This is an optimization exercise on Yosys and OpenROAD, whose aim is small area, a short achievable clock period and few clock cycles per item, not a production implementation.
At most, simulation tests tie the RTL to the original design; equivalence was not proved.
Only the layout flow was run in runs 2 to 7; the RTL was not checked for function there.
Power and IR drop assume default switching activity.

==> flow/design.v <==
package kom_pkg;
	localparam int CAPACITY = 16;
	localparam int SLOT_W   = $clog2(CAPACITY);
	localparam int CNT_W    = $clog2(CAPACITY + 1);
	localparam int KEY_W    = 16;
	localparam int STAT_W   = 3;
	localparam logic [1:0] MODE_INSERT = 2'd0;
	localparam logic [1:0] MODE_REMOVE = 2'd1;
	localparam logic [1:0] MODE_LEADER = 2'd2;
	localparam logic [1:0] MODE_LOOKUP = 2'd3;
	localparam logic [STAT_W-1:0] STAT_OK     = 3'd0;
	localparam logic [STAT_W-1:0] STAT_DUP    = 3'd1;
	localparam logic [STAT_W-1:0] STAT_ABSENT = 3'd2;
	localparam logic [STAT_W-1:0] STAT_EMPTY  = 3'd3;
	localparam logic [STAT_W-1:0] STAT_FULL   = 3'd4;
endpackage
module kom_ctrl (
	input  logic                      clk,
	input  logic                      arst_n,
	input  logic                      in_valid,
	output logic                      in_ready,
	input  logic [1:0]                mode,
	input  logic [kom_pkg::KEY_W-1:0] member_id,
	input  logic                      exec,
	output logic                      b_valid,
	output logic [1:0]                b_mode,
	output logic [kom_pkg::KEY_W-1:0] b_key
);
	localparam int KEY_W = kom_pkg::KEY_W;
	logic             b_v_q;
	logic [1:0]       b_mode_q;
	logic [KEY_W-1:0] b_key_q;
	logic             s_v_q;
	logic [1:0]       s_mode_q;
	logic [KEY_W-1:0] s_key_q;
	logic acc;
	logic b_take;
	assign in_ready = !s_v_q;
	assign acc      = in_valid && !s_v_q;
	assign b_take   = !b_v_q || exec;
	always_ff @(posedge clk or negedge arst_n) begin
		if (!arst_n) begin
			b_v_q <= 1'b0;
			s_v_q <= 1'b0;
		end else begin
			if (b_take) begin
				b_v_q <= s_v_q || acc;
				s_v_q <= 1'b0;
			end else if (acc) begin
				s_v_q <= 1'b1;
			end
		end
	end
	always_ff @(posedge clk) begin
		if (b_take) begin
			if (s_v_q) begin
				b_mode_q <= s_mode_q;
				b_key_q  <= s_key_q;
			end else begin
				b_mode_q <= mode;
				b_key_q  <= member_id;
			end
		end
		if (!s_v_q) begin
			s_mode_q <= mode;
			s_key_q  <= member_id;
		end
	end
	assign b_valid = b_v_q;
	assign b_mode  = b_mode_q;
	assign b_key   = b_key_q;
endmodule
module kom_dp (
	input  logic                       clk,
	input  logic                       arst_n,
	input  logic                       b_valid,
	input  logic [1:0]                 b_mode,
	input  logic [kom_pkg::KEY_W-1:0]  b_key,
	output logic                       exec,
	output logic                       out_valid,
	input  logic                       out_ready,
	output logic [kom_pkg::STAT_W-1:0] status,
	output logic                       leader_valid,
	output logic [kom_pkg::KEY_W-1:0]  leader_id,
	output logic [kom_pkg::CNT_W-1:0]  group_size
);
	localparam int CAPACITY = kom_pkg::CAPACITY;
	localparam int CNT_W = kom_pkg::CNT_W;
	localparam int KEY_W = kom_pkg::KEY_W;
	localparam int STAT_W = kom_pkg::STAT_W;
	logic [KEY_W-1:0]    key_q [CAPACITY];
	logic [CAPACITY-1:0] v_q;
	logic [CNT_W-1:0]    cnt_q;
	logic [STAT_W-1:0]   status_q;
	logic                out_valid_q;
	logic [CAPACITY-1:0] hit;
	logic [CAPACITY-1:0] at_or_above;
	logic [CAPACITY-1:0] shift;
	logic [CAPACITY-1:0] load;
	logic                found;
	logic                is_ins, is_rem, is_ldr;
	logic                grow, shrink;
	logic [STAT_W-1:0]   dec_status;
	assign exec = b_valid && (!out_valid_q || out_ready);
	always_comb begin
		for (int i = 0; i < CAPACITY; i++) begin
			hit[i] = v_q[i] && (key_q[i] == b_key);
		end
		at_or_above[0] = hit[0];
		for (int i = 1; i < CAPACITY; i++) begin
			at_or_above[i] = at_or_above[i-1] || hit[i];
		end
	end
	assign found  = |hit;
	assign is_ins = (b_mode == kom_pkg::MODE_INSERT);
	assign is_rem = (b_mode == kom_pkg::MODE_REMOVE);
	assign is_ldr = (b_mode == kom_pkg::MODE_LEADER);
	assign grow   = is_ins && !found && !v_q[CAPACITY-1];
	assign shrink = (is_rem && found) || (is_ldr && v_q[0]);
	always_comb begin
		for (int i = 0; i < CAPACITY; i++) begin
			shift[i] = exec && ((is_rem && at_or_above[i]) || is_ldr);
			load[i]  = exec && is_ins && !found && !v_q[i] && ((i == 0) || v_q[(i == 0) ? 0 : i-1]);
		end
	end
	always_comb begin
		dec_status = kom_pkg::STAT_OK;
		case (b_mode)
			kom_pkg::MODE_INSERT: begin
				if (found) dec_status = kom_pkg::STAT_DUP;
				else if (v_q[CAPACITY-1]) dec_status = kom_pkg::STAT_FULL;
			end
			kom_pkg::MODE_REMOVE: if (!found) dec_status = kom_pkg::STAT_ABSENT;
			kom_pkg::MODE_LEADER: if (!v_q[0]) dec_status = kom_pkg::STAT_EMPTY;
			default:              if (!found) dec_status = kom_pkg::STAT_ABSENT;
		endcase
	end
	always_ff @(posedge clk or negedge arst_n) begin
		if (!arst_n) begin
			key_q[0] <= '0;
		end else if (load[0]) begin
			key_q[0] <= b_key;
		end else if (shift[0]) begin
			key_q[0] <= key_q[1] & {KEY_W{v_q[1]}};
		end
	end
	for (genvar i = 1; i < CAPACITY; i++) begin : g_slot
		always_ff @(posedge clk) begin
			if (load[i]) begin
				key_q[i] <= b_key;
			end else if (shift[i]) begin
				key_q[i] <= (i == CAPACITY - 1) ? key_q[i] : key_q[(i == CAPACITY - 1) ? i : i+1];
			end
		end
	end
	always_ff @(posedge clk or negedge arst_n) begin
		if (!arst_n) begin
			v_q         <= '0;
			cnt_q       <= '0;
			out_valid_q <= 1'b0;
		end else begin
			for (int i = 0; i < CAPACITY; i++) begin
				if (load[i]) begin
					v_q[i] <= 1'b1;
				end else if (shift[i]) begin
					v_q[i] <= (i == CAPACITY - 1) ? 1'b0 : v_q[(i == CAPACITY - 1) ? i : i+1];
				end
			end
			if (exec && grow) begin
				cnt_q <= cnt_q + 1'b1;
			end else if (exec && shrink) begin
				cnt_q <= cnt_q - 1'b1;
			end
			if (exec) begin
				out_valid_q <= 1'b1;
			end else if (out_ready) begin
				out_valid_q <= 1'b0;
			end
		end
	end
	always_ff @(posedge clk) begin
		if (exec) begin
			status_q <= dec_status;
		end
	end
	assign out_valid    = out_valid_q;
	assign status       = status_q;
	assign leader_valid = v_q[0];
	assign leader_id    = key_q[0];
	assign group_size   = cnt_q;
endmodule
module keyed_ordered_member_list_top (
	input  logic                       clk,
	input  logic                       arst_n,
	input  logic                       in_valid,
	output logic                       in_ready,
	input  logic [1:0]                 mode,
	input  logic [kom_pkg::KEY_W-1:0]  member_id,
	output logic                       out_valid,
	input  logic                       out_ready,
	output logic [kom_pkg::STAT_W-1:0] status,
	output logic                       leader_valid,
	output logic [kom_pkg::KEY_W-1:0]  leader_id,
	output logic [kom_pkg::CNT_W-1:0]  group_size
);
	logic                      exec;
	logic                      b_valid;
	logic [1:0]                b_mode;
	logic [kom_pkg::KEY_W-1:0] b_key;
	kom_ctrl u_ctrl (
		.clk       (clk),
		.arst_n    (arst_n),
		.in_valid  (in_valid),
		.in_ready  (in_ready),
		.mode      (mode),
		.member_id (member_id),
		.exec      (exec),
		.b_valid   (b_valid),
		.b_mode    (b_mode),
		.b_key     (b_key)
	);
	kom_dp u_dp (
		.clk          (clk),
		.arst_n       (arst_n),
		.b_valid      (b_valid),
		.b_mode       (b_mode),
		.b_key        (b_key),
		.exec         (exec),
		.out_valid    (out_valid),
		.out_ready    (out_ready),
		.status       (status),
		.leader_valid (leader_valid),
		.leader_id    (leader_id),
		.group_size   (group_size)
	);
endmodule
==> flow/run.sh <==
#!/bin/bash
# synth_recipe.tcl (not shown) runs the flow's synth.tcl, then flattens the netlist and writes it again
# the make line also repeats each setting of config.mk as NAME=value (left out here)
make -C /OpenROAD-flow-scripts/flow DESIGN_CONFIG=/design/flow/config.mk WORK_HOME=/design/flow/orfs CLKGATE_MAP_FILE= SYNTH_SCRIPT=/design/flow/synth_recipe.tcl finish
==> flow/config.mk <==
export PLATFORM = sky130hd
export DESIGN_NAME = keyed_ordered_member_list_top
export DESIGN_NICKNAME = keyed_ordered_member_list_top
export VERILOG_FILES = /design/flow/design.v
export SDC_FILE = /design/flow/constraint.sdc
export NUM_CORES = 4
export LEC_CHECK = 0
export CAP_MARGIN = 20
export CORE_MARGIN = 2
export CORE_UTILIZATION = 40
export SLEW_MARGIN = 20
==> flow/constraint.sdc <==
create_clock -name core_clock -period 10.0 [get_ports {clk}]
set_input_delay 2.0000 -clock core_clock [delete_from_list [all_inputs] [get_ports {clk}]]
set_output_delay 2.0000 -clock core_clock [all_outputs]
set_load 0.01 [all_outputs]
==> impl_metrics.py, run 1 <==
metrics = {
    "outcome": {
        "status": "no timing/DRC/antenna violations",
    },
    "place": {
        "placed_area_sq_um": 18600,
        "place_hpwl_um": 28400,
        "gp_congestion": 0.858,
        "numPortBuffers": 48,
        "pre_cts_ws_ns": 4.38,
    },
    "timing": {
        "tightest_slew_ns": 1.04,
        "fmax_mhz": 209,
        "rsz0062_at_grt": "false",
        "skew_ns": 0.0244,
        "finalSetupTns_ns": 0,
        "hold_violations": 0,
        "fin_ws_ns": 5.21,
        "min_period_ns": 4.79,
        "setup_viol_count_final": 0,
        "relSlewSlack_pct": 30.8,
        "slew_viol_final": 0,
        "finalCritPeriodShare_pct": 47.9,
    },
    "cts": {
        "post-cts-setup-buffer-count": 0,
        "cts_tree": "built",
        "clk_latency_ns": 0.53,
        "path_clk_slew_ns": 0.06,
        "cts_hold_buf": 0,
        "cts-resized-gates": 0,
        "cts_made_buffers": 36,
        "clockBufferDepth": 3,
        "cts_max_level": 2,
        "cts_root_buf": "clkbuf_16",
        "clkSinkCount": 319,
    },
    "global_routing": {
        "grt_remaining_overflow": 0,
        "use_met3_pct": 2.74,
        "grt_pass1_wl_um": 66000,
        "antenna_found_initial": 0,
        "grt_util_met2_pct": 30.9,
        "grt.busiest_layer": "met2",
        "grt_max_degree": 34,
        "grt_use_met1_pct": 24.3,
        "grt_pass1_vias": 10974,
        "grtUsageTotal_pct": 18.3,
    },
    "floorplanning": {
        "dieArea_sq_um": 46800,
        "core-area_sq_um": 44400,
        "die_x_um": 216,
        "start_util_pct": 40.6,
        "placementRows": 77,
        "die-height_um": 216,
        "io-pin-count": 49,
    },
    "logic_synthesis": {
        "synth_top_area_share_pct": 43.4,
        "yosysUniqueCellTypes": 63,
        "synth_edf_count": 261,
        "synth_cells": 1321,
        "synthArstFlopShare_pct": 12.5,
        "syn_avg_cell_area_sq_um": 13.7,
        "synth_nets": 1347,
        "ys_warn_count": 3,
        "yosys.area.top_type": "edfxtp_1",
        "synth-seq-cells": 319,
        "yosysSeqAreaShare_pct": 51.0,
        "synthTopCellsByArea": "edfxtp_1 43%, mux2_2 11%, xnor2_1 8.6%",
        "synth_area_sq_um": 18100,
        "synth_flop_cell": "edfxtp_1",
    },
    "drt": {
        "finalWirelength_um": 43100,
        "ant_nets": 0,
        "vias_per_cell": 5.52,
        "vias": 10767,
        "firstDrtPassIters": 5,
        "drt-wirelength-per-cell_um": 22.1,
        "drt_iter0_drc": 854,
        "drc": 0,
    },
    "final_layout": {
        "drive_above_1_share_pct": 26.9,
        "fin_area_sq_um": 19800,
        "nFillCells": 3985,
        "area_delta_synth_final_pct": 9.81,
        "diodes": 0,
        "fin_nets": 1358,
    },
    "worst_setup_path": {
        "required_ns": 10.16,
        "critPathMaxFanout": 18,
        "arrival_ns": 4.96,
        "crit_path_end_kind": "flop",
        "crit_type": "in -> reg",
        "critPathLaunchType": "primary input",
    },
    "min_path": {
        "min_path_type": "reg -> reg",
    },
    "power_and_ir_drop": {
        "leakagePower_nw": 6.73,
        "cellPowerDensity_nw_per_um2": 201,
        "vdd_drop_max_mv": 0.125,
    },
    "job": {
        "maxCapViolCount": 0,
    },
}
## layout by cell type, fill, tap and decap left out, types with 7 or more instances in the layout
cell | Yosys | layout
a21o_1 | 17 | 17
mux2_2 | 174 | 174
o21ai_0 | 9 | 9
or3_1 | 8 | 8
nor3_1 | 14 | 13
buf_4 | 29 | 28
edfxtp_1 | 261 | 261
nor2_1 | 18 | 18
xor2_1 | 84 | 84
nand2b_1 | 22 | 22
a21oi_1 | 10 | 10
a211o_1 | 8 | 8
nand2_1 | 38 | 38
xnor2_1 | 177 | 177
mux2_4 | 72 | 72
a22o_1 | 15 | 15
nor3b_2 | 9 | 11
dfrtp_1 | 40 | 40
clkbuf_1 | 22 | 10
or2_2 | 9 | 9
nand3_1 | 28 | 28
or4_1 | 20 | 20
clkdlybuf4s50_1 | 0 | 47
clkbuf_16 | 0 | 39
clkinv_2 | 0 | 7
nand4_1 | 58 | 58
o22ai_1 | 7 | 7
nor4_1 | 21 | 21
dfxtp_1 | 18 | 18
## per-stage QoR
step / utilization (%) / total power [mW] / hold WS (ns) / std cells
CTS: 44.6 / 4.00 / 0.469 / 1952
floorplan: - / 2.40 / 0.428 / 1321
detailed placement: 41.9 / 2.68 / 0.457 / 1886
finish: 44.6 / 3.97 / 0.468 / 1952
global route: 44.6 / 4.14 / 0.476 / 1952
global placement: 41.9 / 2.66 / 0.454 / 1885
## area by class of cell
type                            instances  area [sq um]  share of cell area (%)
Multi-Input combinational cell        896          7990                    40.3
Tap cell                              592           741                    3.74
Sequential cell                       319          9200                    46.4
Timing Repair Buffer                   77           706                    3.56
Inverter                                2          7.51                  0.0379
Clock buffer                           55          1100                    5.53
Clock inverter                         11          88.8                   0.448
## cells in the mapped netlist (all sizes together) (3+ instances only)
| master | n |
|---|---|
| buf | 82 |
| o21ai | 10 |
| dfxtp | 18 |
| nor3 | 15 |
| xor2 | 84 |
| a22o | 15 |
| nand4b | 6 |
| nor4 | 22 |
| mux2i | 5 |
| xnor2 | 177 |
| nor2 | 18 |
| clkbuf | 22 |
| o211a | 4 |
| a211o | 8 |
| nand2b | 22 |
| nand3 | 29 |
| edfxtp | 261 |
| nand3b | 6 |
| a21o | 17 |
| nor2b | 7 |
| or3b | 3 |
| and3 | 6 |
| or2 | 9 |
| nor3b | 21 |
| nand2 | 38 |
| o22ai | 7 |
| or4bb | 4 |
| dfrtp | 40 |
| nand4 | 59 |
| mux2 | 246 |
| ha | 3 |
| or4 | 21 |
| or3 | 8 |
| a21oi | 10 |
## routing by layer
metal / part of all wire [%] / vias to the layer above / wire length, um
met5: 0 / - / 0
met3: 5.2 / 73 / 2240
met2: 49 / 338 / 21000
met4: 2.4 / 0 / 1030
met1: 44 / 5448 / 18800
li1: - / 4908 / -
## power breakdown
part           internal, mW  switching, mW  total [mW]
Combinational         0.417          0.461       0.879
Clock                 0.784          0.529        1.31
Sequential             1.62          0.158        1.78
Total                  2.83           1.15        3.97
## final timing paths
kind | startpoint | endpoint | slack, ns | cells after the start
min in group asynchronous | arst_n | u_dp.v_q[1] | 1.45 | 1
max | out_ready | u_dp.key_q[1][15] | 5.21 | 6
min | u_dp.cnt_q[4] | u_dp.cnt_q[4] | 0.47 | 1
max in group asynchronous | arst_n | u_dp.v_q[6] | 8.00 | 2
min reg2reg | u_dp.cnt_q[4] | u_dp.cnt_q[4] | 0.47 | 1
max reg2reg | u_ctrl.b_key_q[6] | u_dp.key_q[1][15] | 5.33 | 10
## worst max-delay path: stages
cell	delay [ns]
clkdlybuf4s50_1	0.47
nand2b_1	0.14
and2_1	0.42
nand3_4	0.42
nor3b_4	0.81
nand2b_1	0.69
## sequential cells by signal, summed over array words and instances, names as in the netlist
name              count
u_ctrl.s_key_q       16
u_ctrl.b_key_q       16
u_dp.key_q          256
u_ctrl.b_v_q          1
u_dp.status_q         3
u_dp.cnt_q            5
u_dp.out_valid_q      1
u_ctrl.s_v_q          1
u_ctrl.b_mode_q       2
u_dp.v_q             16
u_ctrl.s_mode_q       2
## cell families after synthesis
logic type | Yosys count | synth area share, %
multiplexers | 251 | 17.1
adder cells (fa/ha/maj) | 4 | 0.319
buffers and inverters | 106 | 5.16
AND/OR/NAND/NOR | 302 | 10.6
XOR/XNOR | 261 | 12.7
flip-flops | 319 | 51.0
AO/OA/AOI/OAI | 78 | 3.23
Testbench counts, summed over its fixed seeds: cycles 24,016, items 24,000.
==> inputs of run 2 (changes only) <==
--- a/flow/design.v
+++ b/flow/design.v
@@ -135,22 +135,28 @@
 			default:              if (!found) dec_status = kom_pkg::STAT_ABSENT;
 		endcase
 	end
+	logic [KEY_W-1:0] key_d [CAPACITY];
+	always_comb begin
+		for (int i = 0; i < CAPACITY; i++) begin
+			key_d[i] = ({KEY_W{!(load[i] || shift[i])}} & key_q[i]) |
+			           ({KEY_W{load[i]}} & b_key);
+			if (i == 0) begin
+				key_d[i] = key_d[i] | ({KEY_W{shift[i] && v_q[1]}} & key_q[1]);
+			end else if (i < CAPACITY - 1) begin
+				key_d[i] = key_d[i] | ({KEY_W{shift[i]}} & key_q[(i < CAPACITY - 1) ? i+1 : i]);
+			end
+		end
+	end
 	always_ff @(posedge clk or negedge arst_n) begin
 		if (!arst_n) begin
 			key_q[0] <= '0;
-		end else if (load[0]) begin
-			key_q[0] <= b_key;
-		end else if (shift[0]) begin
-			key_q[0] <= key_q[1] & {KEY_W{v_q[1]}};
+		end else begin
+			key_q[0] <= key_d[0];
 		end
 	end
 	for (genvar i = 1; i < CAPACITY; i++) begin : g_slot
 		always_ff @(posedge clk) begin
-			if (load[i]) begin
-				key_q[i] <= b_key;
-			end else if (shift[i]) begin
-				key_q[i] <= (i == CAPACITY - 1) ? key_q[i] : key_q[(i == CAPACITY - 1) ? i : i+1];
-			end
+			key_q[i] <= key_d[i];
 		end
 	end
 	always_ff @(posedge clk or negedge arst_n) begin
==> run 2 against run 1 <==
Against the previous run:
- clock skew fell by 0.011 ns
- register-to-register slack improved by 0.23 ns
- largest cell class is now multi-input gates
- die area is 9.1% lower
- total power up 33%
- critical path depth is 4 higher
- final area down 7.7%
- synthesized cell count is 15% higher
- wire length down 3.4%
- clock power hardly changed
- largest power group unchanged
- combinational power grew about 80%
- count of clock-buffer cells in the layout grew 6
==> impl_metrics.py, run 2 <==
metrics = {
    "logic_synthesis": {
        "yosysSeqAreaShare_pct": 41.5,
        "synth_top_area_share_pct": 31.5,
        "synthTopCellsByArea": "dfxtp_1 32%, a22o_1 8.0%, xor2_1 7.9%",
        "synth_flop_cell": "dfxtp_1",
        "synth_cells": 1514,
        "synth_commonest_cells": "258 x dfxtp_1, 150 x a22o_1, 148 x xor2_1",
        "synth_area_sq_um": 16400,
        "synth-seq-cells": 319,
        "synthArstFlopShare_pct": 12.5,
        "synth.most_common_cell": "dfxtp_1",
        "yosysUniqueCellTypes": 68,
        "synth_nets": 1540,
        "ys_warn_count": 4,
        "syn_avg_cell_area_sq_um": 10.8,
        "yosys.area.top_type": "dfxtp_1",
        "synth_edf_count": 21,
    },
    "final_layout": {
        "fin_nets": 1545,
        "fin_area_sq_um": 18300,
        "area_delta_synth_final_pct": 11.7,
        "diodes": 0,
        "final_common_cell": "dfxtp_1",
        "utilization_pct": 45.0,
        "drive_above_1_share_pct": 11.4,
        "final_cell_mix": "258 x dfxtp_1, 150 x a22o_1, 148 x xor2_1",
        "fin_cells": 2081,
        "nFillCells": 3798,
        "top_register": "u_dp.key_q",
        "largest_reg_flops": 256,
    },
    "power_and_ir_drop": {
        "cellPowerDensity_nw_per_um2": 289,
        "p_int_mw": 3.47,
        "seqPwrFrac_pct": 44.7,
        "switching_share_pct": 34.5,
        "clockPowerShare_pct": 25.3,
        "pwr-share-comb_pct": 29.9,
        "power_switching_mw": 1.82,
        "leakagePower_nw": 8.04,
        "vdd_drop_max_mv": 0.107,
        "total_power_mw": 5.29,
    },
    "drt": {
        "ant_nets": 0,
        "met1_length_um": 20100,
        "drt-wirelength-per-cell_um": 20.0,
        "drc": 0,
        "vias": 11939,
        "wl_met2_um": 19300,
        "finalWirelength_um": 41700,
        "top_layer_used": "met4",
        "dr_wl_met3_um": 1440,
        "drt_iter0_drc": 860,
        "firstDrtPassIters": 5,
        "vias_per_cell": 5.74,
    },
    "cts": {
        "cts_root_buf": "clkbuf_16",
        "path_clk_slew_ns": 0.06,
        "clk_latency_ns": 0.53,
        "cts_max_level": 2,
        "cts-resized-gates": 0,
        "cts_tree": "built",
        "clockBufferDepth": 3,
        "cts_made_buffers": 38,
        "cts_hold_buf": 0,
        "clkSinkCount": 319,
        "post-cts-setup-buffer-count": 0,
    },
    "timing": {
        "fmax_mhz": 206,
        "finalCritPeriodShare_pct": 48.5,
        "finalSetupTns_ns": 0,
        "skew_ns": 0.0130,
        "tightest_slew_ns": 1.10,
        "relSlewSlack_pct": 26.3,
        "hold_violations": 0,
        "setup_viol_count_final": 0,
        "slew_viol_final": 0,
        "min_period_ns": 4.85,
        "rsz0062_at_grt": "false",
    },
    "worst_setup_path": {
        "crit_slowest_cell": "or3_2",
        "rr_endpoint": "u_dp.cnt_q[4]",
        "crit_type": "in -> reg",
        "r2r_slack_ns": 5.56,
        "cpPeakStageDelay_ns": 0.80,
        "crit_path_end_kind": "flop",
        "critPathMaxFanout": 17,
        "crit_chain": "clkdlybuf4s50_1 -> nand2b_1 -> nand2_1 -> or3_2 -> or3_1 -> fa_1 -> a21o_1 -> a21oi_1 -> mux2i_1 -> xor2_1",
        "critPathLaunchType": "primary input",
        "reg2reg_from": "u_ctrl.b_key_q[11]",
        "required_ns": 10.46,
        "critPathLaunch": "out_ready",
        "arrival_ns": 5.31,
        "ff2ff_path_depth": 13,
    },
    "floorplanning": {
        "io-pin-count": 49,
        "placementRows": 74,
        "core-area_sq_um": 40600,
        "die_x_um": 206,
        "die-height_um": 206,
        "start_util_pct": 40.3,
        "dieArea_sq_um": 42600,
    },
    "place": {
        "numPortBuffers": 48,
        "dp_cells": 2010,
        "place_hpwl_um": 27800,
        "gp_congestion": 0.834,
        "placed_area_sq_um": 17000,
    },
    "global_routing": {
        "grt_pass1_vias": 11776,
        "grtUsageTotal_pct": 19.4,
        "grt_pass1_wl_um": 66200,
        "grt_max_degree": 41,
        "grt_remaining_overflow": 0,
        "antenna_found_initial": 0,
    },
    "min_path": {
        "hold_path_end": "u_ctrl.s_key_q[13]",
        "worstHoldPathCells": 1,
        "min_from": "u_ctrl.s_key_q[13]",
        "min_path_type": "reg -> reg",
    },
    "job": {
        "maxCapViolCount": 0,
    },
    "outcome": {
        "status": "no timing/DRC/antenna violations",
    },
}
==> run 2: changes by cell type after synthesis, sizes merged, moves of 66 or more <==
cell | before | now
a21o | 17 | 147
a221o | 1 | 96
a22o | 15 | 159
dfxtp | 18 | 258
edfxtp | 261 | 21
mux2 | 246 | 21
xnor2 | 177 | 111
==> run 2: power groups by stage <==
stage	combinational, mW	sequential [mW]	clock [mW]
5_1_grt	1.74	2.43	1.41
4_1_cts	1.58	2.36	1.36
2_1_floorplan	1.27	2.21	0
6_report	1.58	2.37	1.34
3_5_place_dp	1.57	2.38	0
3_3_place_gp	1.54	2.37	0
==> run 2: final cells by class <==
type	count	area, sq um	area share, %
Multi-Input combinational cell	1059	8760	47.9
Clock buffer	61	1140	6.24
Timing Repair Buffer	92	818	4.47
Tap cell	532	666	3.64
Clock inverter	9	75.1	0.410
Sequential cell	319	6800	37.2
Inverter	9	33.8	0.185
==> run 2: worst max-delay path: cells and delay by family <==
family | cells | cell delay [ns]
adders and majority gates | 1 | 0.44
xor gates and xnor gates | 1 | 0.16
muxes | 1 | 0.23
AOI/OAI and AO/OA | 2 | 0.36
buffers and inverters | 1 | 0.46
and+or+nand+nor | 4 | 1.64
==> run 2: metal layers <==
| metal | vias to the layer above | track usage, % |
|---|---|---|
| li1 | 5695 | - |
| met1 | 5978 | 27.1 |
| met2 | 195 | 31.3 |
| met3 | 71 | 2.60 |
| met4 | 0 | 5.71 |
| met5 | - | 0 |
==> run 2: kinds of logic after synthesis <==
logic type | after synthesis | share of synthesized area [%]
adders and majority gates | 4 | 0.352
DFF | 319 | 41.5
xor gates and xnor gates | 259 | 13.9
muxes | 23 | 1.57
buffers and inverters | 136 | 5.07
AOI/OAI and AO/OA | 448 | 24.0
and+or+nand+nor | 325 | 13.7
==> run 2: worst max-delay path by stage <==
stage                         end  slack (ns)  depth (start not counted)
floorplan           u_dp.cnt_q[4]        5.18                         11
global placement    u_dp.cnt_q[4]        4.63                         10
detailed placement  u_dp.cnt_q[4]        4.60                         10
CTS                 u_dp.cnt_q[4]        5.14                         10
global route        u_dp.cnt_q[4]        4.91                         10
finish              u_dp.cnt_q[4]        5.15                         10
==> run 2: metrics by stage <==
stage | setup slack, ns | hold slack (ns)
2_1_floorplan | 5.18 | 0.446
3_3_place_gp | 4.63 | 0.452
3_5_place_dp | 4.60 | 0.459
4_1_cts | 5.14 | 0.472
5_1_grt | 4.91 | 0.484
6_report | 5.15 | 0.468
==> inputs of run 3 (changes only) <==
--- a/flow/config.mk
+++ b/flow/config.mk
@@ -8,4 +8,5 @@
 export CAP_MARGIN = 20
 export CORE_MARGIN = 2
 export CORE_UTILIZATION = 40
+export SETUP_SLACK_MARGIN = 5
 export SLEW_MARGIN = 20
==> run 3 against run 2 <==
Against the previous run:
- total power hardly changed
- first-iteration DRC count is 3.5% lower
- core utilization about the same
- critical path type unchanged
- largest cell class unchanged
==> impl_metrics.py, run 3 <==
metrics = {
    "outcome": {
        "status": "no timing/DRC/antenna violations",
    },
    "cts": {
        "path_clk_slew_ns": 0.06,
        "cts-resized-gates": 0,
        "post-cts-setup-buffer-count": 0,
        "cts_made_buffers": 38,
        "cts_hold_buf": 0,
        "clockBufferDepth": 3,
        "cts_root_buf": "clkbuf_16",
        "clk_latency_ns": 0.53,
        "clkSinkCount": 319,
        "cts_max_level": 2,
        "cts_tree": "built",
    },
    "drt": {
        "firstDrtPassIters": 5,
        "drt-wirelength-per-cell_um": 20.0,
        "drt_iter0_drc": 830,
        "finalWirelength_um": 41700,
        "ant_nets": 0,
        "vias": 11938,
        "vias_per_cell": 5.74,
        "drc": 0,
    },
    "final_layout": {
        "nFillCells": 3796,
        "final_common_cell": "dfxtp_1",
        "final_cell_mix": "258 x dfxtp_1, 150 x a22o_1, 148 x xor2_1",
        "drive_above_1_share_pct": 11.4,
        "diodes": 0,
        "largest_reg_flops": 256,
        "multiInputGateArea_sq_um": 8760,
        "area_delta_synth_final_pct": 11.7,
        "fin_nets": 1545,
        "seqCellArea_sq_um": 6800,
        "top_register": "u_dp.key_q",
    },
    "global_routing": {
        "grt_pass1_vias": 11776,
        "grtUsageTotal_pct": 19.4,
        "antenna_found_initial": 0,
        "grt_max_degree": 41,
        "grt_remaining_overflow": 0,
        "grt_pass1_wl_um": 66200,
    },
    "power_and_ir_drop": {
        "switching_share_pct": 34.5,
        "seqPwrFrac_pct": 44.7,
        "total_power_mw": 5.29,
        "vdd_drop_max_mv": 0.107,
        "leakagePower_nw": 8.04,
        "clockPowerShare_pct": 25.3,
        "cellPowerDensity_nw_per_um2": 289,
        "power_switching_mw": 1.82,
        "pwr-share-comb_pct": 30.0,
        "p_int_mw": 3.47,
    },
    "timing": {
        "setup_viol_count_final": 0,
        "min_period_ns": 4.55,
        "skew_ns": 0.0143,
        "hold_violations": 0,
        "relSlewSlack_pct": 27.7,
        "rsz0062_at_grt": "false",
        "finalCritPeriodShare_pct": 45.5,
        "fmax_mhz": 220,
        "hold_ws_ns": 0.468,
        "finalSetupTns_ns": 0,
        "tightest_slew_ns": 1.08,
        "slew_viol_final": 0,
    },
    "min_path": {
        "min_path_type": "reg -> reg",
        "worstHoldPathCells": 1,
        "min_from": "u_ctrl.s_key_q[13]",
        "hold_path_end": "u_ctrl.s_key_q[13]",
    },
    "logic_synthesis": {
        "synth_area_sq_um": 16400,
        "synth_flop_cell": "dfxtp_1",
        "synth_nets": 1540,
        "synth_commonest_cells": "258 x dfxtp_1, 150 x a22o_1, 148 x xor2_1",
        "yosysUniqueCellTypes": 68,
        "synthArstFlopShare_pct": 12.5,
        "yosysSeqAreaShare_pct": 41.5,
        "ys_warn_count": 4,
        "yosys.area.top_type": "dfxtp_1",
        "synthTopCellsByArea": "dfxtp_1 32%, a22o_1 8.0%, xor2_1 7.9%",
        "syn_avg_cell_area_sq_um": 10.8,
        "synth_cells": 1514,
        "synth.most_common_cell": "dfxtp_1",
        "synth-seq-cells": 319,
        "synth_top_area_share_pct": 31.5,
        "synth_edf_count": 21,
    },
    "worst_setup_path": {
        "r2r_slack_ns": 5.55,
        "cpPeakStageDelay_ns": 0.56,
        "rr_endpoint": "u_dp.cnt_q[4]",
        "crit_path_end_kind": "flop",
        "ff2ff_path_depth": 13,
        "critPathLaunchType": "primary input",
        "crit_chain": "clkdlybuf4s50_1 -> nand2b_1 -> nand2_1 -> or3_4 -> or3_1 -> fa_1 -> a21o_1 -> a21oi_1 -> mux2i_1 -> xor2_1",
        "crit_type": "in -> reg",
        "reg2reg_from": "u_ctrl.b_key_q[11]",
        "critPathMaxFanout": 17,
        "path_delay_family": "simple AND/OR/NAND/NOR gates",
        "crit_slowest_cell": "or3_4",
        "required_ns": 10.45,
        "path_buf_inv": 1,
        "arrival_ns": 5.01,
    },
    "floorplanning": {
        "placementRows": 74,
        "dieArea_sq_um": 42600,
        "core-area_sq_um": 40600,
        "io-pin-count": 49,
        "start_util_pct": 40.3,
        "die_x_um": 206,
        "die-height_um": 206,
    },
    "place": {
        "numPortBuffers": 48,
        "place_hpwl_um": 27800,
        "gp_congestion": 0.834,
    },
    "job": {
        "maxCapViolCount": 0,
    },
}
==> run 3: cells by family (layout without fill, tap and decap cells) <==
kind of cell,Yosys count,in the layout,share of synthesized area [%]
mux,23,23,1.57
xor+xnor,259,259,13.9
buf+inv,136,171,5.07
compound gates,448,448,24.0
simple gates,325,325,13.7
fa+ha+maj,4,4,0.352
flops,319,319,41.5
==> run 3: power groups by stage <==
stage,logic [mW],clock network (mW),registers [mW]
after floorplan,1.27,0,2.21
after global placement,1.54,0,2.37
after detailed placement,1.57,0,2.38
after CTS,1.58,1.36,2.36
after global routing,1.74,1.41,2.43
final,1.58,1.34,2.37
==> run 3: how the worst max path moves through the flow <==
stage / startpoint / endpoint / slack (ns) / depth (start not counted)
global placement: out_ready / u_dp.cnt_q[4] / 4.63 / 10
floorplan: out_ready / u_dp.cnt_q[4] / 5.18 / 11
detailed placement: out_ready / u_dp.cnt_q[4] / 4.60 / 10
global route: u_ctrl.b_key_q[11] / u_dp.cnt_q[4] / 5.22 / 13
CTS: out_ready / u_dp.cnt_q[4] / 5.14 / 10
finish: out_ready / u_dp.cnt_q[4] / 5.45 / 10
==> run 3: worst register-to-register path, delay by kind of cell, from the launching register on <==
family	cells	cell delay, ns
simple gates	6	2.17
buf+inv	1	0.45
fa+ha+maj	1	0.44
xor+xnor	2	0.40
compound gates	2	0.36
flops	1	0.33
mux	1	0.23
==> run 3: metal layers <==
layer	vias up	wire length (um)	GRT usage [%]
met3	77	1290	2.60
met2	194	19200	31.3
li1	5687	-	-
met5	-	0	0
met4	0	972	5.71
met1	5980	20200	27.1
==> run 3: cell type report <==
| class | instances | share of cell area (%) |
|---|---|---|
| Timing Repair Buffer | 92 | 4.47 |
| Clock buffer | 61 | 6.24 |
| Clock inverter | 9 | 0.410 |
| Tap cell | 532 | 3.64 |
| Inverter | 9 | 0.185 |
| Multi-Input combinational cell | 1059 | 47.9 |
| Sequential cell | 319 | 37.2 |
==> run 3: metrics by stage <==
step	instance area, sq um	worst slack, ns	instances	util (%)
finish	18300	5.45	2081	45.0
global route	18300	5.22	2081	45.0
CTS	18300	5.14	2080	44.9
detailed placement	17000	4.60	2010	41.9
global placement	17000	4.63	2010	41.9
floorplan	16400	5.18	1514	-
==> inputs of run 4 (changes only) <==
--- a/flow/config.mk
+++ b/flow/config.mk
@@ -5,8 +5,8 @@
 export SDC_FILE = /design/flow/constraint.sdc
 export NUM_CORES = 4
 export LEC_CHECK = 0
+export ABC_AREA = 1
 export CAP_MARGIN = 20
 export CORE_MARGIN = 2
 export CORE_UTILIZATION = 40
-export SETUP_SLACK_MARGIN = 5
 export SLEW_MARGIN = 20
==> run 4 against run 3 <==
Against the previous run:
- core utilization is 0.56 points lower
- critical path type is now reg -> reg
- still clean on timing, DRC and antenna
- final area is 16% higher
- first-iteration DRC count increased to 2.7 times the previous value
- global-route usage up 9.5 points
- non-clock buffer count down 12
- largest power group unchanged
- clock power up 9.7%
- sequential power up 4%
==> impl_metrics.py, run 4 <==
metrics = {
    "timing": {
        "rsz0062_at_grt": "false",
        "tightest_slew_ns": 1.04,
        "relSlewSlack_pct": 30.7,
        "skew_ns": 0.0202,
        "finalCritPeriodShare_pct": 53.2,
        "slew_viol_final": 0,
        "setup_viol_count_final": 0,
        "min_period_ns": 5.32,
        "finalSetupTns_ns": 0,
        "fmax_mhz": 188,
        "hold_violations": 0,
    },
    "drt": {
        "drt_iter0_drc": 2233,
        "ant_nets": 0,
        "drt-wirelength-per-cell_um": 20.3,
        "drc": 0,
        "finalWirelength_um": 73000,
        "vias_per_cell": 5.71,
        "vias": 20516,
        "firstDrtPassIters": 8,
    },
    "final_layout": {
        "final_common_cell": "nand2_1",
        "final_cell_mix": "846 x nand2_1, 598 x nand3_1, 348 x nor2_1",
        "largest_reg_flops": 256,
        "diodes": 0,
        "area_delta_synth_final_pct": 10.2,
        "utilization_pct": 44.5,
        "drive_above_1_share_pct": 5.14,
        "top_register": "u_dp.key_q",
        "fin_nets": 2972,
    },
    "power_and_ir_drop": {
        "leakagePower_nw": 9.64,
        "seqPwrFrac_pct": 39.3,
        "pwr-share-comb_pct": 37.3,
        "cellPowerDensity_nw_per_um2": 297,
        "power_switching_mw": 2.75,
        "total_power_mw": 6.28,
        "switching_share_pct": 43.8,
        "clockPowerShare_pct": 23.4,
        "p_int_mw": 3.53,
        "vdd_drop_max_mv": 0.142,
    },
    "cts": {
        "path_clk_slew_ns": 0.06,
        "cts_root_buf": "clkbuf_16",
        "cts_max_level": 2,
        "cts_hold_buf": 0,
        "cts-resized-gates": 0,
        "cts_made_buffers": 38,
        "clockBufferDepth": 3,
        "clkSinkCount": 319,
        "cts_tree": "built",
        "post-cts-setup-buffer-count": 0,
        "clk_latency_ns": 0.58,
    },
    "logic_synthesis": {
        "synth_flop_cell": "dfxtp_1",
        "synth_edf_count": 21,
        "synthTopCellsByArea": "dfxtp_1 27%, nand2_1 17%, nand3_1 16%",
        "synth_area_sq_um": 19200,
        "yosys.area.top_type": "dfxtp_1",
        "ys_warn_count": 4,
        "yosysSeqAreaShare_pct": 35.4,
        "syn_avg_cell_area_sq_um": 6.40,
        "synth_cells": 2996,
        "synth-seq-cells": 319,
        "synthArstFlopShare_pct": 12.5,
        "yosysUniqueCellTypes": 46,
        "synth_top_area_share_pct": 26.9,
        "synth.most_common_cell": "nand2_1",
        "synth_commonest_cells": "846 x nand2_1, 602 x nand3_1, 352 x nor2_1",
        "synth_nets": 3022,
    },
    "global_routing": {
        "grt_pass1_vias": 19070,
        "grt.busiest_layer": "met2",
        "grt_pass1_wl_um": 112000,
        "grt_max_degree": 139,
        "grtUsageTotal_pct": 28.9,
        "antenna_found_initial": 0,
        "grt_util_met2_pct": 45.5,
        "use_met3_pct": 4.28,
        "grt_use_met1_pct": 39.2,
        "grt_remaining_overflow": 0,
    },
    "floorplanning": {
        "die_x_um": 223,
        "start_util_pct": 40.4,
        "core-area_sq_um": 47500,
        "dieArea_sq_um": 49700,
        "placementRows": 80,
        "die-height_um": 223,
        "io-pin-count": 49,
    },
    "worst_setup_path": {
        "path_delay_family": "simple AND/OR/NAND/NOR gates",
        "crit_chain": "buf_4 -> inv_2 -> buf_4 -> nand2_1 -> nor3b_1 -> nand2_1 -> nor2_1 -> nand3_1 -> nand2_1 -> nor2_1 -> nand2_2 -> nor2_4 -> nand2_1 -> nor2_4 -> buf_12 -> nand3_1 -> o21ai_0",
        "arrival_ns": 5.79,
        "required_ns": 10.46,
        "critPathMaxFanout": 138,
        "crit_path_end_kind": "flop",
        "critPathLaunchType": "flop",
        "crit_top_cell": "nand2_1",
        "cpPeakStageDelay_ns": 0.91,
        "crit_type": "reg -> reg",
        "crit_slowest_cell": "nand3_1",
        "path_buf_inv": 4,
    },
    "place": {
        "numPortBuffers": 48,
        "gp_congestion": 0.951,
        "place_hpwl_um": 47000,
    },
    "job": {
        "maxCapViolCount": 0,
    },
    "min_path": {
        "min_path_type": "reg -> reg",
    },
    "outcome": {
        "status": "no timing/DRC/antenna violations",
    },
}
[run 4: cell types whose count changed after synthesis, sizes merged, moves of 44 or more]
cell    previous run  this run
o21ai              3        73
nor2              28       357
a21o             147         1
a221o             96         0
inv                9       221
nand2             22       861
nor3              17        87
nor4              60         1
xor2             148        66
xnor2            111        17
nand3             14       604
and2              48         1
o211ai             0        44
a22o             159         0
[run 4: stage by stage]
step / hold slack, ns / worst slack (ns) / area (sq um) / cells
4_1_cts: 0.453 / 4.79 / 21100 / 3589
3_3_place_gp: 0.433 / 4.47 / 19800 / 3520
5_1_grt: 0.485 / 4.29 / 21100 / 3590
3_5_place_dp: 0.437 / 4.38 / 19800 / 3520
6_report: 0.450 / 4.68 / 21100 / 3590
2_1_floorplan: 0.414 / 6.20 / 19200 / 2996
[run 4: worst reg2reg max path, cell delays in order (launching register included)]
cell      delay [ns]
edfxtp_1        0.35
buf_4           0.29
inv_2           0.39
buf_4           0.43
nand2_1         0.12
nor3b_1         0.15
nand2_1         0.07
nor2_1          0.04
nand3_1         0.10
nand2_1         0.13
nor2_1          0.31
nand2_2         0.16
nor2_4          0.17
nand2_1         0.13
nor2_4          0.38
buf_12          0.49
nand3_1         1.03
o21ai_0         0.48
[run 4: layer usage]
metal	share of wire, %	vias up
met2	44	969
met4	4.2	0
met5	0	-
met3	8.5	191
li1	-	9708
met1	43	9648
[run 4: path summary, 6_finish.rpt]
check	startpoint	to	slack, ns	cells after the start
max	u_ctrl.b_key_q[9]	u_dp.key_q[15][6]	4.68	17
min	u_ctrl.s_key_q[15]	u_ctrl.s_key_q[15]	0.45	2
max reg2reg	u_ctrl.b_key_q[9]	u_dp.key_q[15][6]	4.68	17
min reg2reg	u_ctrl.s_key_q[15]	u_ctrl.s_key_q[15]	0.45	2
max in group asynchronous	arst_n	u_dp.cnt_q[0]	7.90	2
min in group asynchronous	arst_n	u_dp.v_q[0]	1.57	2
[run 4: power groups by stage]
stage	registers, mW	logic (mW)	clock network, mW
floorplan	2.20	1.73	0
global placement	2.45	2.25	0
detailed placement	2.46	2.29	0
CTS	2.44	2.30	1.48
global route	2.51	2.63	1.53
finish	2.47	2.34	1.47
[run 4: cells by family (layout without fill, tap and decap cells)]
logic type | Yosys count | in the layout | share of synthesized area (%)
compound gates | 173 | 173 | 5.20
xor+xnor | 83 | 83 | 3.79
fa+ha+maj | 4 | 4 | 0.300
buf+inv | 393 | 372 | 9.04
flops | 319 | 319 | 35.4
simple gates | 2024 | 2024 | 46.3
[run 4: final cells by class]
class                      instances  area (sq um)
clock buffer                      50          1060
clock inverter                    19           238
fill                            4966         26400
inverter                         223           845
multi-input combinational       2284         10700
sequential                       319          6800
tap                              615           769
timing repair buffer              80           728
==> inputs of run 5 (changes only) <==
--- a/flow/config.mk
+++ b/flow/config.mk
@@ -5,7 +5,7 @@
 export SDC_FILE = /design/flow/constraint.sdc
 export NUM_CORES = 4
 export LEC_CHECK = 0
-export ABC_AREA = 1
+export ABC_CLOCK_PERIOD_IN_PS = 3000
 export CAP_MARGIN = 20
 export CORE_MARGIN = 2
 export CORE_UTILIZATION = 40
==> run 5 against run 4 <==
Against the previous run:
- hold slack gained 0.019 ns
- first-iteration DRC count is 61% lower
- non-clock buffer count is 12 higher
- total power is 16% lower
- via count shrank 42%
- core utilization grew 0.55 points
- final area shrank 13%
- sequential share of layout area up 5.0 points
- clock power decreased by 9%
- clock skew down 0.0072 ns
- largest cell class unchanged
- largest power group unchanged
==> impl_metrics.py, run 5 <==
metrics = {
    "floorplanning": {
        "core-area_sq_um": 40600,
        "dieArea_sq_um": 42600,
        "placementRows": 74,
        "die-height_um": 206,
        "io-pin-count": 49,
        "die_x_um": 206,
        "start_util_pct": 40.3,
    },
    "logic_synthesis": {
        "synth_top_area_share_pct": 31.5,
        "synth-seq-cells": 319,
        "synth_flop_cell": "dfxtp_1",
        "yosys.area.top_type": "dfxtp_1",
        "synth_nets": 1540,
        "synth.most_common_cell": "dfxtp_1",
        "ys_warn_count": 4,
        "synth_cells": 1514,
        "synthArstFlopShare_pct": 12.5,
        "synth_edf_count": 21,
        "synthTopCellsByArea": "dfxtp_1 32%, a22o_1 8.0%, xor2_1 7.9%",
        "yosysSeqAreaShare_pct": 41.5,
        "yosysUniqueCellTypes": 68,
        "synth_commonest_cells": "258 x dfxtp_1, 150 x a22o_1, 148 x xor2_1",
        "syn_avg_cell_area_sq_um": 10.8,
        "synth_area_sq_um": 16400,
    },
    "min_path": {
        "min_path_type": "reg -> reg",
        "min_from": "u_ctrl.s_key_q[13]",
    },
    "power_and_ir_drop": {
        "p_int_mw": 3.47,
        "power_switching_mw": 1.82,
        "seqPwrFrac_pct": 44.7,
        "clockPowerShare_pct": 25.3,
        "switching_share_pct": 34.5,
        "pwr-share-comb_pct": 29.9,
        "vdd_drop_max_mv": 0.107,
        "cellPowerDensity_nw_per_um2": 289,
        "leakagePower_nw": 8.04,
    },
    "timing": {
        "hold_violations": 0,
        "tightest_slew_ns": 1.10,
        "relSlewSlack_pct": 26.3,
        "finalCritPeriodShare_pct": 48.5,
        "fmax_mhz": 206,
        "min_period_ns": 4.85,
        "fin_ws_ns": 5.15,
        "skew_ns": 0.0130,
        "slew_viol_final": 0,
        "finalSetupTns_ns": 0,
        "rsz0062_at_grt": "false",
        "setup_viol_count_final": 0,
    },
    "final_layout": {
        "largest_reg_flops": 256,
        "top_register": "u_dp.key_q",
        "fin_nets": 1545,
        "diodes": 0,
        "drive_above_1_share_pct": 11.4,
        "final_common_cell": "dfxtp_1",
        "final_cell_mix": "258 x dfxtp_1, 150 x a22o_1, 148 x xor2_1",
        "area_delta_synth_final_pct": 11.7,
    },
    "worst_setup_path": {
        "critPathLaunchType": "primary input",
        "cpPeakStageDelay_ns": 0.80,
        "crit_slowest_cell": "or3_2",
        "path_delay_family": "simple AND/OR/NAND/NOR gates",
        "crit_path_end_kind": "flop",
        "critPathLaunch": "out_ready",
        "reg2reg_from": "u_ctrl.b_key_q[11]",
        "required_ns": 10.46,
        "path_buf_inv": 1,
        "crit_chain": "clkdlybuf4s50_1 -> nand2b_1 -> nand2_1 -> or3_2 -> or3_1 -> fa_1 -> a21o_1 -> a21oi_1 -> mux2i_1 -> xor2_1",
        "critPathMaxFanout": 17,
        "crit_type": "in -> reg",
        "arrival_ns": 5.31,
    },
    "outcome": {
        "status": "no timing/DRC/antenna violations",
    },
    "cts": {
        "cts_made_buffers": 38,
        "cts_hold_buf": 0,
        "clk_latency_ns": 0.53,
        "cts_tree": "built",
        "path_clk_slew_ns": 0.06,
        "post-cts-setup-buffer-count": 0,
        "clkSinkCount": 319,
        "cts_root_buf": "clkbuf_16",
        "cts_max_level": 2,
        "cts-resized-gates": 0,
        "clockBufferDepth": 3,
    },
    "drt": {
        "ant_nets": 0,
        "drt_iter0_drc": 860,
        "firstDrtPassIters": 5,
        "finalWirelength_um": 41700,
        "vias_per_cell": 5.74,
        "drt-wirelength-per-cell_um": 20.0,
        "vias": 11939,
        "drc": 0,
    },
    "global_routing": {
        "grt_pass1_vias": 11776,
        "grt_max_degree": 41,
        "grtUsageTotal_pct": 19.4,
        "antenna_found_initial": 0,
        "grt_pass1_wl_um": 66200,
        "grt_remaining_overflow": 0,
    },
    "job": {
        "maxCapViolCount": 0,
    },
    "place": {
        "pre_cts_ws_ns": 4.60,
        "place_hpwl_um": 27800,
        "numPortBuffers": 48,
        "gp_congestion": 0.834,
    },
}
[run 5: changes by cell type after synthesis, moves of 44 or more]
cell / before / now
xnor2_1: 17 / 111
a22o_1: 0 / 150
inv_1: 201 / 9
o211ai_1: 44 / 0
xor2_1: 66 / 148
a221o_1: 0 / 96
nand2_1: 846 / 22
and2_1: 1 / 48
nor3_1: 86 / 15
a21o_1: 1 / 147
nor4_1: 1 / 53
o21ai_0: 71 / 2
nor2_1: 352 / 19
nand3_1: 602 / 14
[run 5: layout make-up]
type | instances | area, sq um
inverters | 9 | 33.8
repair buffers | 92 | 818
fillers | 3798 | 22400
well taps | 532 | 666
flip-flops and latches | 319 | 6800
multi-input cells | 1059 | 8760
clock buffers | 61 | 1140
clock inverters | 9 | 75.1
[run 5: path summary, 6_finish.rpt]
kind	to	slack (ns)	depth (start not counted)
worst max-delay path	u_dp.cnt_q[4]	5.15	10
worst min-delay path	u_ctrl.s_key_q[13]	0.47	1
max in group asynchronous	u_dp.v_q[14]	8.19	2
worst max register to register	u_dp.cnt_q[4]	5.56	13
worst min register to register	u_ctrl.s_key_q[13]	0.47	1
min in group asynchronous	u_dp.key_q[0][8]	1.34	1
[run 5: logic make-up after synthesis]
group           Yosys count  synth area share (%)
compound gates          448                  24.0
simple gates            325                  13.7
flops                   319                  41.5
xor+xnor                259                  13.9
buf+inv                 136                  5.07
mux                      23                  1.57
fa+ha+maj                 4                 0.352
[run 5: power by group through the flow]
stage | registers [mW] | clock network (mW) | logic, mW
floorplan | 2.21 | 0 | 1.27
global placement | 2.37 | 0 | 1.54
detailed placement | 2.38 | 0 | 1.57
CTS | 2.36 | 1.36 | 1.58
global route | 2.43 | 1.41 | 1.74
finish | 2.37 | 1.34 | 1.58
[run 5: layer usage]
metal  part of all wire [%]  vias to the layer above  GRT usage (%)  routed length [um]
li1                       -                     5695              -                   -
met1                     48                     5978           27.1               20100
met2                     46                      195           31.3               19300
met3                    3.4                       71           2.60                1440
met4                    2.2                        0           5.71                 931
met5                      0                        -              0                   0
[run 5: metrics by stage]
stage	util [%]	cell area, sq um	hold WS [ns]	total power [mW]	instances
floorplan	-	16400	0.446	3.48	1514
global placement	41.9	17000	0.452	3.91	2010
detailed placement	41.9	17000	0.459	3.95	2010
CTS	44.9	18300	0.472	5.31	2080
global route	45.0	18300	0.484	5.59	2081
finish	45.0	18300	0.468	5.29	2081
==> inputs of run 6 (changes only) <==
--- a/flow/design.v
+++ b/flow/design.v
@@ -123,6 +123,14 @@
 			load[i]  = exec && is_ins && !found && !v_q[i] && ((i == 0) || v_q[(i == 0) ? 0 : i-1]);
 		end
 	end
+	logic [CNT_W-1:0] cnt_up, cnt_dn, cnt_d;
+	logic             do_grow, do_shrink;
+	assign cnt_up    = cnt_q + 1'b1;
+	assign cnt_dn    = cnt_q - 1'b1;
+	assign do_grow   = exec && grow;
+	assign do_shrink = exec && shrink;
+	assign cnt_d     = ({CNT_W{do_grow}} & cnt_up) | ({CNT_W{do_shrink}} & cnt_dn) |
+	                   ({CNT_W{!do_grow && !do_shrink}} & cnt_q);
 	always_comb begin
 		dec_status = kom_pkg::STAT_OK;
 		case (b_mode)
@@ -172,11 +180,7 @@
 					v_q[i] <= (i == CAPACITY - 1) ? 1'b0 : v_q[(i == CAPACITY - 1) ? i : i+1];
 				end
 			end
-			if (exec && grow) begin
-				cnt_q <= cnt_q + 1'b1;
-			end else if (exec && shrink) begin
-				cnt_q <= cnt_q - 1'b1;
-			end
+			cnt_q <= cnt_d;
 			if (exec) begin
 				out_valid_q <= 1'b1;
 			end else if (out_ready) begin
--- a/flow/config.mk
+++ b/flow/config.mk
@@ -5,7 +5,6 @@
 export SDC_FILE = /design/flow/constraint.sdc
 export NUM_CORES = 4
 export LEC_CHECK = 0
-export ABC_CLOCK_PERIOD_IN_PS = 3000
 export CAP_MARGIN = 20
 export CORE_MARGIN = 2
 export CORE_UTILIZATION = 40
==> run 6 against run 5 <==
Against the previous run:
- register-to-register slack worse by 0.48 ns
- clock skew rose by 0.0078 ns
- highest routed layer unchanged
- total power rose by 6.5%
- combinational power is 13% higher
- final cell count increased by 3.2%
- global-route usage grew 1.2 points
- largest cell class unchanged
- critical path type is now reg -> reg
==> impl_metrics.py, run 6 <==
metrics = {
    "logic_synthesis": {
        "synth_commonest_cells": "258 x dfxtp_1, 207 x xor2_1, 190 x a22o_1",
        "synth_xor_area_share_pct": 13.6,
        "yosysSeqAreaShare_pct": 40.9,
        "synth-seq-cells": 319,
        "synthArstFlopShare_pct": 12.5,
        "yosysUniqueCellTypes": 70,
        "yosys.area.top_type": "dfxtp_1",
        "synth_area_sq_um": 16600,
        "synthSimpleGateAreaFrac_pct": 14.6,
        "synth.most_common_cell": "dfxtp_1",
        "synth_flop_cell": "dfxtp_1",
        "synth_cells": 1588,
        "synth-compound-area-share_pct": 24.6,
        "synth.mux.area_fraction_pct": 1.35,
        "ys_warn_count": 4,
        "synth-adder-area-share_pct": 0.150,
        "synth_nets": 1612,
        "synth_edf_count": 21,
        "synthTopCellsByArea": "dfxtp_1 31%, xor2_1 11%, a22o_1 10%",
        "synth_top_family_by_area": "compound AO/OA/AOI/OAI gates",
        "synth_top_area_share_pct": 31.0,
        "syn_avg_cell_area_sq_um": 10.5,
    },
    "cts": {
        "clkSinkCount": 319,
        "cts_tree": "built",
        "clk_latency_ns": 0.55,
        "cts_made_buffers": 37,
        "cts_hold_buf": 0,
        "cts_root_buf": "clkbuf_16",
        "post-cts-setup-buffer-count": 0,
        "clockBufferDepth": 3,
        "cts_max_level": 2,
        "cts-resized-gates": 0,
        "path_clk_slew_ns": 0.06,
    },
    "drt": {
        "vias_per_cell": 5.95,
        "vias": 12777,
        "ant_nets": 0,
        "drt_iter0_drc": 923,
        "drt-wirelength-per-cell_um": 21.2,
        "firstDrtPassIters": 5,
        "finalWirelength_um": 45500,
        "drc": 0,
    },
    "timing": {
        "skew_ns": 0.0208,
        "slew_viol_final": 0,
        "min_period_ns": 4.92,
        "hold_ws_ns": 0.469,
        "hold_violations": 0,
        "finalCritPeriodShare_pct": 49.2,
        "rsz0062_at_grt": "false",
        "relSlewSlack_pct": 25.5,
        "setup_viol_count_final": 0,
        "tightest_slew_ns": 1.12,
        "fin_ws_ns": 5.08,
        "finalSetupTns_ns": 0,
        "fmax_mhz": 203,
    },
    "worst_setup_path": {
        "crit_chain": "buf_4 -> xor2_1 -> nor4_1 -> nand4_1 -> o32ai_1 -> nor4_2 -> nand3_4 -> nor4_4 -> nor3_2 -> a221o_1",
        "arrival_ns": 5.34,
        "critPathLaunch": "u_ctrl.b_key_q[7]",
        "required_ns": 10.42,
        "reg2reg_from": "u_ctrl.b_key_q[7]",
        "path_delay_family": "simple AND/OR/NAND/NOR gates",
        "critPathMaxFanout": 23,
        "r2r_slack_ns": 5.08,
        "cpPeakStageDelay_ns": 1.08,
        "crit_type": "reg -> reg",
        "crit_path_end_kind": "flop",
        "critPathLaunchType": "flop",
        "crit_path_end": "u_dp.key_q[12][15]",
        "rr_endpoint": "u_dp.key_q[12][15]",
        "critical_path_depth": 10,
        "ff2ff_path_depth": 10,
        "crit_slowest_cell": "edfxtp_1",
        "path_buf_inv": 1,
    },
    "power_and_ir_drop": {
        "pwr-share-comb_pct": 31.8,
        "vdd_drop_max_mv": 0.111,
        "power_switching_mw": 2.07,
        "cellPowerDensity_nw_per_um2": 304,
        "clockPowerShare_pct": 24.1,
        "seqPwrFrac_pct": 44.1,
        "p_int_mw": 3.57,
        "leakagePower_nw": 8.42,
        "switching_share_pct": 36.7,
    },
    "floorplanning": {
        "dieArea_sq_um": 43200,
        "die_x_um": 208,
        "die-height_um": 208,
        "core-area_sq_um": 40900,
        "placementRows": 74,
        "io-pin-count": 49,
        "start_util_pct": 40.7,
    },
    "final_layout": {
        "nFillCells": 3909,
        "largest_reg_flops": 256,
        "area_delta_synth_final_pct": 11.7,
        "final_common_cell": "dfxtp_1",
        "fin_nets": 1610,
        "multiInputGateArea_sq_um": 9040,
        "top_register": "u_dp.key_q",
        "diodes": 0,
        "drive_above_1_share_pct": 10.5,
        "utilization_pct": 45.4,
        "final_cell_mix": "258 x dfxtp_1, 207 x xor2_1, 190 x a22o_1",
        "seqCellArea_sq_um": 6800,
    },
    "global_routing": {
        "grt_max_degree": 41,
        "grt_pass1_wl_um": 72600,
        "antenna_found_initial": 0,
        "grt_pass1_vias": 12727,
        "grt_remaining_overflow": 0,
        "grtUsageTotal_pct": 20.6,
    },
    "place": {
        "numPortBuffers": 48,
        "place_hpwl_um": 31200,
        "pre_cts_ws_ns": 4.72,
        "gp_congestion": 0.830,
    },
    "min_path": {
        "min_path_type": "reg -> reg",
    },
    "job": {
        "maxCapViolCount": 0,
    },
    "outcome": {
        "status": "no timing/DRC/antenna violations",
    },
}
-- run 6: worst register-to-register path, delay by kind of cell, from the launching register on --
family                    cells  cell delay (ns)
DFF                           1             1.08
buffers and inverters         1             0.42
and+or+nand+nor               6             2.54
AOI/OAI and AO/OA             2             0.51
xor gates and xnor gates      1             0.25
-- run 6: kinds of logic (layout without fill, tap and decap cells) --
| logic type | count (synthesis) | after routing |
|---|---|---|
| xor gates and xnor gates | 258 | 258 |
| AOI/OAI and AO/OA | 483 | 483 |
| and+or+nand+nor | 360 | 360 |
| muxes | 20 | 20 |
| adders and majority gates | 2 | 2 |
| buffers and inverters | 146 | 173 |
| DFF | 319 | 319 |
-- run 6: how the worst min path moves through the flow --
| stage | from | to | slack [ns] | depth (start not counted) |
|---|---|---|---|---|
| 2_1_floorplan | u_ctrl.s_key_q[0] | u_ctrl.s_key_q[0] | 0.45 | 1 |
| 3_3_place_gp | u_ctrl.s_key_q[0] | u_ctrl.s_key_q[0] | 0.45 | 1 |
| 3_5_place_dp | u_ctrl.s_key_q[7] | u_ctrl.s_key_q[7] | 0.46 | 1 |
| 4_1_cts | u_ctrl.s_key_q[7] | u_ctrl.s_key_q[7] | 0.47 | 1 |
| 5_1_grt | u_ctrl.s_key_q[10] | u_ctrl.s_key_q[10] | 0.48 | 1 |
| 6_report | u_ctrl.s_key_q[15] | u_ctrl.s_key_q[15] | 0.47 | 1 |
-- run 6: layout make-up --
type                       count  area share, %
timing repair buffer          84           4.07
inverter                      21          0.424
sequential                   319           36.6
clock buffer                  57           6.10
tap                          532           3.58
clock inverter                11          0.566
multi-input combinational   1123           48.7
-- run 6: layer usage --
metal / share of wire [%] / GRT usage, %
met1: 47 / 28.5
met5: 0 / 0
met4: 1.9 / 5.72
met2: 47 / 33.5
met3: 4.5 / 2.96
-- run 6: power groups by stage --
stage,Clock [mW],Combinational (mW),Sequential (mW)
after floorplan,0,1.40,2.30
after global placement,0,1.72,2.48
after detailed placement,0,1.77,2.49
after CTS,1.39,1.78,2.48
after global routing,1.44,1.96,2.55
final,1.36,1.79,2.48
-- run 6: through the flow --
step | instance area [sq um] | instances | power (mW)
2_1_floorplan | 16600 | 1588 | 3.70
3_3_place_gp | 17300 | 2077 | 4.21
3_5_place_dp | 17300 | 2079 | 4.26
4_1_cts | 18600 | 2147 | 5.64
5_1_grt | 18600 | 2147 | 5.95
6_report | 18600 | 2147 | 5.64
==> inputs of run 7 (changes only) <==
==> flow/flow/run.sh (new file) <==
#!/bin/bash
# The standard layout, with the setup repair aimed 7 ns below the clock
# period so that it keeps sizing the critical paths.
set -euo pipefail
bash standard.sh SETUP_SLACK_MARGIN=7 finish > standard_flow.log 2>&1
==> flow/standard.sh (new file) <==
#!/bin/bash
# synth_recipe.tcl (not shown) runs the flow's synth.tcl, then flattens the netlist and writes it again
# the make line also repeats each setting of config.mk as NAME=value (left out here)
make -C /OpenROAD-flow-scripts/flow DESIGN_CONFIG=/design/flow/config.mk WORK_HOME=/design/flow/orfs CLKGATE_MAP_FILE= SYNTH_SCRIPT=/design/flow/synth_recipe.tcl "${@:-finish}"
removed: flow/run.sh
==> run 7 against run 6 <==
Against the previous run:
- still clean
- synthesized area unchanged
- non-clock buffer count up 264
- first-iteration DRC count up 58%
- sequential power about the same
- global-route usage up 5.9 points
- synthesized cell count unchanged
- sequential cell count unchanged
- critical endpoint is now u_dp.key_q[7][13]
==> impl_metrics.py, run 7 <==
metrics = {
    "logic_synthesis": {
        "synth_commonest_cells": "258 x dfxtp_1, 207 x xor2_1, 190 x a22o_1",
        "synth_top_family_by_area": "compound AO/OA/AOI/OAI gates",
        "synth-adder-area-share_pct": 0.150,
        "synth_nets": 1612,
        "synth_cells": 1588,
        "synthArstFlopShare_pct": 12.5,
        "ys_warn_count": 4,
        "synth.mux.area_fraction_pct": 1.35,
        "synth_flop_cell": "dfxtp_1",
        "synth.most_common_cell": "dfxtp_1",
        "synth_xor_area_share_pct": 13.6,
        "synth_edf_count": 21,
        "yosys.area.top_type": "dfxtp_1",
        "syn_avg_cell_area_sq_um": 10.5,
        "synthSimpleGateAreaFrac_pct": 14.6,
        "yosysSeqAreaShare_pct": 40.9,
        "synth-compound-area-share_pct": 24.6,
        "yosysUniqueCellTypes": 70,
        "synth_area_sq_um": 16600,
        "synth_top_area_share_pct": 31.0,
        "synthTopCellsByArea": "dfxtp_1 31%, xor2_1 11%, a22o_1 10%",
        "synth-seq-cells": 319,
    },
    "min_path": {
        "min_path_type": "reg -> reg",
        "hold_path_end": "u_ctrl.s_key_q[12]",
        "worstHoldPathCells": 1,
        "min_from": "u_ctrl.s_key_q[12]",
    },
    "drt": {
        "vias": 14831,
        "drt-wirelength-per-cell_um": 24.8,
        "finalWirelength_um": 60200,
        "ant_nets": 0,
        "vias_per_cell": 6.11,
        "drc": 0,
        "firstDrtPassIters": 5,
        "drt_iter0_drc": 1460,
    },
    "global_routing": {
        "grt_max_degree": 41,
        "grt_remaining_overflow": 0,
        "grt_pass1_wl_um": 90100,
        "grtUsageTotal_pct": 26.5,
        "antenna_found_initial": 0,
        "grt_pass1_vias": 14877,
    },
    "final_layout": {
        "area_delta_synth_final_pct": 37.6,
        "utilization_pct": 55.9,
        "fin_nets": 1892,
        "final_cell_mix": "258 x dfxtp_1, 190 x a22o_1, 178 x xor2_1",
        "largest_reg_flops": 256,
        "drive_above_1_share_pct": 30.5,
        "fin_cells": 2429,
        "diodes": 0,
        "top_register": "u_dp.key_q",
        "final_common_cell": "dfxtp_1",
    },
    "power_and_ir_drop": {
        "cellPowerDensity_nw_per_um2": 278,
        "leakagePower_nw": 10.5,
        "vdd_drop_max_mv": 0.123,
    },
    "timing": {
        "slew_viol_final": 0,
        "setup_viol_count_final": 0,
        "relSlewSlack_pct": 59.4,
        "hold_violations": 0,
        "finalCritPeriodShare_pct": 33.3,
        "tightest_slew_ns": 0.609,
        "finalSetupTns_ns": 0,
        "min_period_ns": 3.33,
        "rsz0062_at_grt": "true",
        "hold_ws_ns": 0.469,
        "skew_ns": 0.0102,
        "fmax_mhz": 300,
    },
    "cts": {
        "clk_latency_ns": 0.56,
        "cts_root_buf": "clkbuf_16",
        "clkSinkCount": 319,
        "cts_made_buffers": 38,
        "cts_max_level": 2,
        "clockBufferDepth": 3,
        "path_clk_slew_ns": 0.06,
        "cts_hold_buf": 0,
        "cts_tree": "built",
    },
    "floorplanning": {
        "dieArea_sq_um": 43200,
        "placementRows": 74,
        "die_x_um": 208,
        "die-height_um": 208,
        "core-area_sq_um": 40900,
        "start_util_pct": 40.7,
        "io-pin-count": 49,
    },
    "worst_setup_path": {
        "r2r_slack_ns": 6.67,
        "critPathMaxFanout": 6,
        "arrival_ns": 3.78,
        "critPathLaunchType": "flop",
        "ff2ff_path_depth": 14,
        "required_ns": 10.45,
        "crit_type": "reg -> reg",
        "crit_path_end_kind": "flop",
        "reg2reg_from": "u_ctrl.b_key_q[0]",
        "rr_endpoint": "u_dp.key_q[7][13]",
    },
    "place": {
        "place_hpwl_um": 30800,
        "numPortBuffers": 48,
        "dp_cells": 2075,
        "gp_congestion": 0.828,
    },
    "outcome": {
        "status": "no timing/DRC/antenna violations",
    },
    "job": {
        "maxCapViolCount": 0,
    },
}
[run 7: cell counts after synthesis]
No cell type changed its count.
[run 7: cell families after synthesis]
kind of cell             count (synthesis)
multiplexers                            20
AND/OR/NAND/NOR                        360
XOR/XNOR                               258
adder cells (fa/ha/maj)                  2
AO/OA/AOI/OAI                          483
flip-flops                             319
buffers and inverters                  146
[run 7: repair_timing]
action | in CTS | in global routing
setup endpoints to repair | 327 | 307
cloned | 44 | 5
pin swaps | 178 | 112
buffers inserted | 201 | 34
gates resized for setup | 366 | 61
[run 7: worst max-delay path by stage]
stage	slack, ns	end	startpoint
6_report	6.67	u_dp.key_q[7][13]	u_ctrl.b_key_q[0]
5_1_grt	6.62	u_dp.key_q[14][6]	u_ctrl.b_key_q[15]
4_1_cts	6.75	u_dp.key_q[9][15]	out_ready
3_5_place_dp	5.09	u_dp.key_q[0][6]	out_ready
3_3_place_gp	5.09	u_dp.key_q[0][5]	out_ready
2_1_floorplan	6.22	u_dp.key_q[3][10]	out_ready
[run 7: report_power, final]
| part | internal [mW] | leakage, nW | total, mW | switching [mW] |
|---|---|---|---|---|
| clock network | 0.897 | 0.655 | 1.47 | 0.571 |
| registers | 1.86 | 2.84 | 2.49 | 0.633 |
| logic | 1.21 | 7.02 | 2.40 | 1.19 |
[run 7: routing by layer]
metal / part of all wire, % / up-vias / track usage (%)
li1: - / 6554 / -
met1: 42 / 7517 / 34.2
met2: 48 / 599 / 44.1
met3: 6.7 / 161 / 4.85
met4: 4.2 / 0 / 9.98
met5: 0 / - / 0
[run 7: cell type report]
cell class	instances	area (sq um)
Inverter	21	83.8
Clock buffer	58	1190
Clock inverter	11	133
Timing Repair Buffer	348	3840
Tap cell	532	666
Fill cell	3394	18000
Sequential cell	319	6800
Multi-Input combinational cell	1140	10200
[run 7: worst max-delay path, cell delays in order, from the launching register on]
cell and delay (ns):
edfxtp_1 0.45, buf_6 0.18, buf_16 0.16, xor2_1 0.17, nor4_1 0.36, nand2_1 0.13, nor4b_2 0.50, nor4_4 0.15
buf_4 0.18, nand3_4 0.17, nor4_4 0.08, buf_4 0.17, buf_6 0.13, a22o_1 0.23, a21o_1 0.14
[run 7: through the flow]
step           worst slack [ns]  area [sq um]  power (mW)
2_1_floorplan              6.22         17000        3.73
3_3_place_gp               5.09         17400        4.24
3_5_place_dp               5.09         17400        4.28
4_1_cts                    6.75         22200        6.16
5_1_grt                    6.62         22900        6.62
6_report                   6.67         22900        6.36

afterwards: timing with drivers on the ports:
The flow's constraints put no driver on any port. The routed layouts listed below were extracted and timed again, unchanged, in two steps.
Step 1 sets driving cells, clkbuf_16 on the clock port and buf_2 on the other inputs (assumed; they add their load-dependent delay and slew).
Step 2, shift: input delay + t, output delay - t, t = (earliest + latest rising clock arrival at the registers) / 2. This alone moves slack from input paths to output paths.
a / b / c = no drivers / after step 1 / after step 2; a / b = the first two.
run | t, ns | setup slack, ns | worst setup path after step 2
run 1 | 0.575 | 5.206 / 5.237 / 4.662 | input to register
run 2 | 0.577 | 5.150 / 5.182 / 4.605 | input to register
run 3 | 0.578 | 5.446 / 5.478 / 4.900 | input to register
run 4 | 0.623 | 4.677 / 4.677 / 4.624 | input to register
run 5 | 0.577 | 5.150 / 5.182 / 4.605 | input to register
run 6 | 0.593 | 5.081 / 5.081 / 4.685 | input to register
run 7 | 0.609 | 6.669 / 6.669 / 6.126 | input to register
After both steps setup and hold are still met in every run listed. The setup slack of run 3, which loses most, moves by +0.032 ns with the drivers and by -0.546 ns with both steps.
